Context: an optimization exercise on an open-source flow, tuned for small area and a short achievable clock period. The choices shown serve that exercise and are no tape-out recipe.
Where RTL was checked, it was by simulation tests only, not by an equivalence proof against the original.

== oak ==
## video_ctrl_top
module video_ctrl_top (
    input  logic                           clk,
    input  logic                           reset_n,
    input  logic                           reg_wr,
    input  logic [video_pkg::ADDR_W-1:0]   reg_addr,
    input  logic [video_pkg::DATA_W-1:0]   reg_wdata,
    output logic                           mem_req,
    output logic [video_pkg::ADDR_W-1:0]   mem_addr,
    input  logic                           mem_credit,
    input  logic                           mem_rsp_valid,
    input  logic [video_pkg::DATA_W-1:0]   mem_rsp_data,
    output logic [3:0]                     sync,     
    output logic [23:0]                    rgb       
);
Size: roughly 160 I/O pins, about 34000 um^2 of cells after synthesis.
==> module video_timing, before the edit <==
module video_timing (
    input  logic                           clk,
    input  logic                           reset_n,
    input  video_pkg::ctrl_cfg_t           ctrl_cfg,
    input  video_pkg::axis_cfg_t           h_cfg,      
    input  video_pkg::axis_cfg_t           v_cfg,      
    output logic                           pix_tick,
    output logic                           active,
    output logic                           fetch_line,
    output logic                           line_step,   
    output logic                           line_wrap,   
    output video_pkg::sync_t               sync
);
    logic [PCNT_W-1:0]  pdiv;                  
    logic [COORD_W-1:0] hcnt;
    logic [COORD_W-1:0] hcnt_new;
    logic [COORD_W-1:0] vcnt;
    logic [COORD_W-1:0] fy;                    
    logic [COORD_W-1:0] vsrc;
    logic [COORD_W-1:0] fy_new;
    logic               h_last;
    logic               hb;                    
    logic               heq;                   
    logic               vb;                    
    logic               nld;                   
    logic               heq_new;
    logic               en;
    assign en = ctrl_cfg.en;
    assign pix_tick = en && (pdiv >= ctrl_cfg.pcnt);
    assign h_last   = (hcnt == h_cfg.total);
    assign active = en && !hb && !vb;
    assign fetch_line = pix_tick && heq && nld;
    assign hcnt_new = (!en || h_last) ? '0 : hcnt + 1'b1;
    assign heq_new  = (hcnt_new == h_cfg.size);
    assign line_step = !en || (pix_tick && h_last);
    assign vsrc      = en ? fy : '0;
    assign line_wrap = (vsrc == v_cfg.total);
    assign fy_new    = line_wrap ? '0 : vsrc + 1'b1;
    always_ff @(posedge clk) begin
        if (!en || pix_tick) begin
            pdiv <= '0;
        end else begin
            pdiv <= pdiv + 1'b1;
        end
    end
    always_ff @(posedge clk) begin
        if (!en || pix_tick) begin
            hcnt <= hcnt_new;
            heq  <= heq_new;
            hb   <= heq_new || (en && !h_last && hb);
        end
    end
    always_ff @(posedge clk) begin
        if (line_step) begin
            vcnt <= vsrc;
            fy   <= fy_new;
            nld  <= (fy_new < v_cfg.size);
            vb   <= en ? !nld : (v_cfg.size == '0);
        end
    end
    always_ff @(posedge clk or negedge reset_n) begin
        if (!reset_n) begin
            sync <= SYNC_IDLE;
        end else if (!en) begin
            sync <= SYNC_IDLE;
        end else begin
            sync.hblank <= hb;
            sync.hsync  <= (hcnt >= h_cfg.sync_start) && (hcnt < h_cfg.sync_end);
            sync.vblank <= vb;
            sync.vsync  <= (vcnt >= v_cfg.sync_start) && (vcnt < v_cfg.sync_end);
        end
    end
endmodule
==> module line_fetch, before the edit <==
module line_fetch (
    input  logic                           clk,
    input  logic                           reset_n,
    input  video_pkg::fetch_cfg_t          fetch_cfg,
    input  video_pkg::axis_cfg_t           h_cfg,
    input  logic                           en,
    input  logic                           fetch_line,
    input  logic                           line_step,
    input  logic                           line_wrap,
    output logic                           mem_req,
    output logic [video_pkg::ADDR_W-1:0]   mem_addr,
    input  logic                           mem_credit,
    input  logic                           mem_rsp_valid,
    input  logic [video_pkg::DATA_W-1:0]   mem_rsp_data,
    output logic                           fifo_wr,
    output video_pkg::rgb_t                fifo_wdata,
    input  logic                           fifo_pop
);
    logic [COORD_W-1:0] remaining;             
    logic [ADDR_W-1:0]  line_off;              
    logic               first;                 
    logic [CRED_W-1:0]  credits;
    logic [FREE_W-1:0]  free_slots;            
    logic               issue;
    assign issue = !fetch_line && (remaining != '0) && (credits != '0) &&
                   (free_slots != '0);
    always_ff @(posedge clk or negedge reset_n) begin
        if (!reset_n) begin
            mem_req    <= 1'b0;
            remaining  <= '0;
            credits    <= CRED_W'(MEM_CREDITS);
            free_slots <= FREE_W'(FIFO_DEPTH);
        end else begin
            mem_req    <= issue;
            credits    <= credits - CRED_W'(issue) + CRED_W'(mem_credit);
            free_slots <= free_slots - FREE_W'(issue) + FREE_W'(fifo_pop);
            if (fetch_line) begin
                remaining <= h_cfg.size;
            end else if (issue) begin
                remaining <= remaining - 1'b1;
            end
        end
    end
    always_ff @(posedge clk) begin
        if (line_step) begin
            line_off <= line_wrap ? '0 : (en ? line_off : '0) + fetch_cfg.lineinc;
        end
    end
    always_ff @(posedge clk) begin
        if (fetch_line) begin
            mem_addr <= fetch_cfg.base_address + line_off;
            first    <= 1'b1;
        end else if (issue) begin
            first    <= 1'b0;
            if (!first) begin
                mem_addr <= mem_addr + ADDR_W'(4);
            end
        end
    end
    assign fifo_wr    = mem_rsp_valid;
    assign fifo_wdata = mem_rsp_data[23:0];    
endmodule
export LEC_CHECK = 0
export CAP_MARGIN = 20
export CORE_MARGIN = 2
export CORE_UTILIZATION = 40
export SETUP_SLACK_MARGIN = 5
export SLEW_MARGIN = 20
create_clock -name core_clock -period 9.0 [get_ports {clk}]
standard.sh (not shown) runs the stock make flow with config.mk's settings and CLKGATE_MAP_FILE= SYNTH_SCRIPT=/design/flow/synth_recipe.tcl, a recipe that flattens the netlist after the stock synthesis.
==> flow/flow/run.sh <==
#!/bin/bash
# Standard ORFS layout with fast port buffers and no CTS dummy loads.
set -euo pipefail
bash standard.sh \
  "BUFFER_PORTS_ARGS=-buffer_cell sky130_fd_sc_hd__buf_2" \
  "CTS_ARGS=-sink_clustering_enable -repair_clock_nets -dont_use_dummy_load" \
  finish > standard.log 2>&1
The flow did not stop early for oak: all stages ran, and the layout cleared the timing, design-rule and antenna checks.
### oak -> cedar
==> flow/design.v, changed modules only <==
module video_timing (
    input  logic                           clk,
    input  logic                           reset_n,
    input  video_pkg::ctrl_cfg_t           ctrl_cfg,
    input  video_pkg::axis_cfg_t           h_cfg,      
    input  video_pkg::axis_cfg_t           v_cfg,      
    output logic                           pix_tick,
    output logic                           active,
    output logic                           fetch_line,
    output logic                           line_step,   
    output logic                           line_wrap,   
    output video_pkg::sync_t               sync
);
    logic [PCNT_W-1:0]  pdiv;                  
    logic [COORD_W-1:0] hcnt;
    logic [COORD_W-1:0] hcnt_new;
    logic [COORD_W-1:0] vcnt;
    logic [COORD_W-1:0] fy;                    
    logic [COORD_W-1:0] fy_new;
    logic               h_last;                
    logic               hb;                    
    logic               heq;                   
    logic               vb;                    
    logic               nld;                   
    logic               fy_last;               
    logic               heq_new;
    logic               en;
    assign en = ctrl_cfg.en;
    assign pix_tick = en && (pdiv >= ctrl_cfg.pcnt);
    assign active = en && !hb && !vb;
    assign fetch_line = pix_tick && heq && nld;
    assign hcnt_new = (!en || h_last) ? '0 : hcnt + 1'b1;
    assign heq_new  = (hcnt_new == h_cfg.size);
    assign line_step = !en || (pix_tick && h_last);
    assign line_wrap = en ? fy_last : (v_cfg.total == '0);
    assign fy_new    = line_wrap ? '0 : (en ? fy + 1'b1 : COORD_W'(1));
    always_ff @(posedge clk) begin
        if (!en || pix_tick) begin
            pdiv <= '0;
        end else begin
            pdiv <= pdiv + 1'b1;
        end
    end
    always_ff @(posedge clk) begin
        if (!en || pix_tick) begin
            hcnt   <= hcnt_new;
            h_last <= (hcnt_new == h_cfg.total);
            heq    <= heq_new;
            hb     <= heq_new || (en && !h_last && hb);
        end
    end
    always_ff @(posedge clk) begin
        if (line_step) begin
            vcnt    <= en ? fy : '0;
            fy      <= fy_new;
            fy_last <= (fy_new == v_cfg.total);
            nld     <= (fy_new < v_cfg.size);
            vb      <= en ? !nld : (v_cfg.size == '0);
        end
    end
    always_ff @(posedge clk or negedge reset_n) begin
        if (!reset_n) begin
            sync <= SYNC_IDLE;
        end else if (!en) begin
            sync <= SYNC_IDLE;
        end else begin
            sync.hblank <= hb;
            sync.hsync  <= (hcnt >= h_cfg.sync_start) && (hcnt < h_cfg.sync_end);
            sync.vblank <= vb;
            sync.vsync  <= (vcnt >= v_cfg.sync_start) && (vcnt < v_cfg.sync_end);
        end
    end
endmodule
module line_fetch (
    input  logic                           clk,
    input  logic                           reset_n,
    input  video_pkg::fetch_cfg_t          fetch_cfg,
    input  video_pkg::axis_cfg_t           h_cfg,
    input  logic                           en,
    input  logic                           fetch_line,
    input  logic                           line_step,
    input  logic                           line_wrap,
    output logic                           mem_req,
    output logic [video_pkg::ADDR_W-1:0]   mem_addr,
    input  logic                           mem_credit,
    input  logic                           mem_rsp_valid,
    input  logic [video_pkg::DATA_W-1:0]   mem_rsp_data,
    output logic                           fifo_wr,
    output video_pkg::rgb_t                fifo_wdata,
    input  logic                           fifo_pop
);
    logic [COORD_W-1:0] remaining;             
    logic [ADDR_W-1:0]  line_off;              
    logic               first;                 
    logic [CRED_W-1:0]  credits;
    logic [FREE_W-1:0]  free_slots;            
    logic               issue;
    assign issue = !fetch_line && (remaining != '0) && (credits != '0) &&
                   (free_slots != '0);
    always_ff @(posedge clk or negedge reset_n) begin
        if (!reset_n) begin
            mem_req    <= 1'b0;
            remaining  <= '0;
            credits    <= CRED_W'(MEM_CREDITS);
            free_slots <= FREE_W'(FIFO_DEPTH);
        end else begin
            mem_req    <= issue;
            case ({issue, mem_credit})
                2'b10:   credits <= credits - 1'b1;
                2'b01:   credits <= credits + 1'b1;
                default: credits <= credits;
            endcase
            case ({issue, fifo_pop})
                2'b10:   free_slots <= free_slots - 1'b1;
                2'b01:   free_slots <= free_slots + 1'b1;
                default: free_slots <= free_slots;
            endcase
            if (fetch_line) begin
                remaining <= h_cfg.size;
            end else if (issue) begin
                remaining <= remaining - 1'b1;
            end
        end
    end
    always_ff @(posedge clk) begin
        if (line_step) begin
            line_off <= line_wrap ? '0 : (en ? line_off + fetch_cfg.lineinc : fetch_cfg.lineinc);
        end
    end
    always_ff @(posedge clk) begin
        if (fetch_line) begin
            mem_addr <= fetch_cfg.base_address + line_off;
            first    <= 1'b1;
        end else if (issue) begin
            first    <= 1'b0;
            if (!first) begin
                mem_addr <= mem_addr + ADDR_W'(4);
            end
        end
    end
    assign fifo_wr    = mem_rsp_valid;
    assign fifo_wdata = mem_rsp_data[23:0];    
endmodule
Notes after the runs:
cedar falls short of oak in first-iteration detailed-routing DRC count.
On data required time at the worst endpoint, the higher figure sits with cedar, not oak.
Compared with oak, cedar shows vertical die dimension higher by about 0.75%.
Changes observed in cedar relative to oak: setup slack saw an increase, fraction of standard cell area that is sequential now sits lower, register-to-register slack increased 0.08 ns.
Path depth of the worst reg2reg path: cedar higher than oak
Only the layout flow was run in cedar; the RTL was not checked for function there.

-- port drivers added, routing unchanged --
In the flow no input, the clock included, has a driving cell. The finished layouts below were timed again as built, in two steps. Step 1 assumes that a clkbuf_16 drives the clock port and a buf_2 every other input. Step 2 moves the port delays by t, midway between the first and last clock arrival at a register: inputs arrive t later, outputs are due t later. That takes back most of the time a late clock gives input paths. a / b / c = ideal ports / drivers / drivers and shift; a / b = the first two.
run | t, ns | setup slack, ns | slew at the worst register clock pin (ns) | cell pins on the clock port's net
oak | 0.666 | 5.091 / 5.131 / 4.464 | 0.06 / 0.06 | 1
cedar | 0.668 | 5.247 / 5.267 / 4.623 | 0.06 / 0.06 | 1
After both steps setup and hold are still met in every run listed. For oak, which loses most, drivers alone change the setup slack by +0.040 ns; drivers and shift together by -0.627 ns.
